Context: an optimization exercise on an open-source flow, tuned for small area. The choices shown serve that exercise and are no tape-out recipe. The RTL was checked by simulation tests, not by an equivalence proof against the original design.

== run 1 ==
// heater_standby_mode_controller_top
module heater_standby_mode_controller_top (
    input  wire logic                         clk,
    input  wire logic                         rst_n,
    input  wire logic                         cfg_we,
    input  wire logic [hsmc_pkg::ADDR_W-1:0]  cfg_addr,
    input  wire logic [hsmc_pkg::CFG_W-1:0]   cfg_wdata,
    input  wire logic                         pass_valid,
    output      logic                         pass_ready,
    input  wire logic [hsmc_pkg::TIME_W-1:0]  pass_now_ms,
    input  wire logic                         pass_set_level,
    input  wire logic                         pass_set_pressed,
    input  wire logic                         pass_minus_pressed,
    input  wire logic                         pass_plus_pressed,
    input  wire logic                         pass_motion_event,
    input  wire logic [hsmc_pkg::TIME_W-1:0]  pass_motion_time_ms,
    output      logic                         result_valid,
    input  wire logic                         result_ready,
    output      logic                         result_heat_on,
    output      logic                         result_standby,
    output      logic                         result_drive_mode,
    output      logic [hsmc_pkg::DEG_W-1:0]   result_target_temp,
    output      logic [hsmc_pkg::DEG_W-1:0]   result_selected_temp,
    output      logic [hsmc_pkg::COUNT_W-1:0] result_countdown_s
);
Size in the first run: about 3900 cells after synthesis, roughly 350 flip-flops.
clock: 12.0 ns
lec_check: 0
abc_area: 1
cap_margin: 20
core_margin: 2
core_utilization: 55
cts_buf_list: sky130_fd_sc_hd__clkbuf_16
cts_cluster_diameter: 80
cts_cluster_size: 20
slew_margin: 20
standard.sh (not shown) runs the stock make flow with config.mk's settings and CLKGATE_MAP_FILE= SYNTH_SCRIPT=/design/flow/synth_recipe.tcl, a recipe that flattens the netlist after the stock synthesis.
==> flow/flow/run.sh <==
#!/bin/bash
# The standard layout, with the port buffers made of the smallest buffer cell.
set -euo pipefail
export BUFFER_PORTS_ARGS="-buffer_cell sky130_fd_sc_hd__buf_1"
bash standard.sh > standard_flow.log 2>&1
Run 1 finished every stage and its layout cleared the timing, design-rule and antenna checks.
For run 2, these inputs were changed with respect to run 1:
diff --git a/flow/config.mk b/flow/config.mk
--- a/flow/config.mk
+++ b/flow/config.mk
@@ -11 +11 @@
-export CORE_UTILIZATION = 55
+export CORE_UTILIZATION = 65
@@ -13,2 +13,2 @@
-export CTS_CLUSTER_DIAMETER = 80
-export CTS_CLUSTER_SIZE = 20
+export CTS_CLUSTER_DIAMETER = 100
+export CTS_CLUSTER_SIZE = 28
==> comparison <==
Diff run 1 -> run 2: highest clock frequency the design can meet lost about 0.6%, worst setup timing slack at the placement stage fell 0.13 ns. The final reports for run 2 and run 1 show utilization after layout higher in the former. Count of placed standard cells in the final layout, fillers left out, run 1 and run 2: smaller value in run 2. Re worst path setup slack after routing: run 1 and run 2 aren't equal, and the higher value belongs to run 1. Looking at final worst hold slack across run 1 and run 2, the one that comes out higher is run 2.
diff inputs: run 2 => run 3
diff --git a/flow/config.mk b/flow/config.mk
--- a/flow/config.mk
+++ b/flow/config.mk
@@ -11,4 +11 @@
-export CORE_UTILIZATION = 65
-export CTS_BUF_LIST = sky130_fd_sc_hd__clkbuf_16
-export CTS_CLUSTER_DIAMETER = 100
-export CTS_CLUSTER_SIZE = 28
+export CORE_UTILIZATION = 55
==> comparison <==
Looking at detailed-route wire length per cell across run 3 and run 2, the one that comes out higher is run 2. Compared with run 2, in run 3 routed wire length climbed 1.8%; total half-perimeter wirelength after legalization and detailed placement saw an increase. The final reports for run 3 and run 2 show shortest clock period the worst path allows after layout lower in the former.
--- input diff run 3..run 4 ---
diff --git a/flow/config.mk b/flow/config.mk
--- a/flow/config.mk
+++ b/flow/config.mk
@@ -11 +11,4 @@
-export CORE_UTILIZATION = 55
+export CORE_UTILIZATION = 65
+export CTS_BUF_LIST = sky130_fd_sc_hd__clkbuf_16
+export CTS_CLUSTER_DIAMETER = 80
+export CTS_CLUSTER_SIZE = 20
### Flow results
Run 4: full flow OK, the timing, design-rule and antenna checks passed. Run 4 vs run 3 — area growth from synthesis to layout dropped 2.9 points. Diff run 3 -> run 4 | final cell count | down by a few percent. Between run 3 and run 4, the sequential cell count does not differ in any meaningful way.
[inputs] run 5 vs run 4
==> flow/run.sh (new file) <==
#!/bin/bash
# synth_recipe.tcl (not shown) runs the flow's synth.tcl, then flattens the netlist and writes it again
# the make line also repeats each setting of config.mk as NAME=value (left out here)
make -C /OpenROAD-flow-scripts/flow DESIGN_CONFIG=/design/flow/config.mk WORK_HOME=/design/flow/orfs CLKGATE_MAP_FILE= SYNTH_SCRIPT=/design/flow/synth_recipe.tcl finish
diff --git a/flow/config.mk b/flow/config.mk
--- a/flow/config.mk
+++ b/flow/config.mk
@@ -11,4 +11 @@
-export CORE_UTILIZATION = 65
-export CTS_BUF_LIST = sky130_fd_sc_hd__clkbuf_16
-export CTS_CLUSTER_DIAMETER = 80
-export CTS_CLUSTER_SIZE = 20
+export CORE_UTILIZATION = 55
removed: flow/flow/run.sh
removed: flow/standard.sh
Notes after the runs:
Re share of cell area taken by flip-flops and latches: run 5 is 1.5 points down on run 4.
Run 5 against run 4; wire length the detailed router placed on met1 is up by a little under 10%.
For the ratio of final minimum period to clock period, run 5 came in 1.1 points lower than run 4 did.
The share of final layout cell area taken by non-clock buffers number comes out higher for run 5 vs run 4.
In run 5, the die outline width came out 19 um above the value in run 4.

-- re-timing with driven ports --
Ports are ideal in the flow. The routed layouts listed here were re-timed in OpenROAD.
Step 1, drivers: a clkbuf_16 drives clk and a buf_2 each remaining input, both assumed.
Step 2 also shifts input and output timing later by t, the mid clock arrival at the registers, as if the neighbouring blocks saw the same clock.
Three values: ideal, step 1, step 2; two values: the first two.
run	t (ns)	setup slack, ns	hold slack, ns	worst setup path at the end	worst register clock-pin slew, ns
run 1	0.663	1.011 / 1.044 / 0.382	0.455 / 0.455 / 0.455	input to register	0.09 / 0.09
run 2	0.627	0.942 / 0.971 / 0.344	0.458 / 0.458 / 0.458	input to register	0.12 / 0.12
run 3	0.639	1.055 / 1.084 / 0.445	0.454 / 0.454 / 0.454	input to register	0.07 / 0.07
run 4	0.663	0.985 / 1.008 / 0.345	0.456 / 0.456 / 0.456	input to register	0.09 / 0.09
run 5	0.653	1.112 / 1.146 / 0.493	0.456 / 0.456 / 0.456	input to register	0.06 / 0.06
After both steps every run listed still meets setup and hold. The setup slack of run 4, which loses most, moves by +0.023 ns with the drivers and by -0.640 ns with both steps.
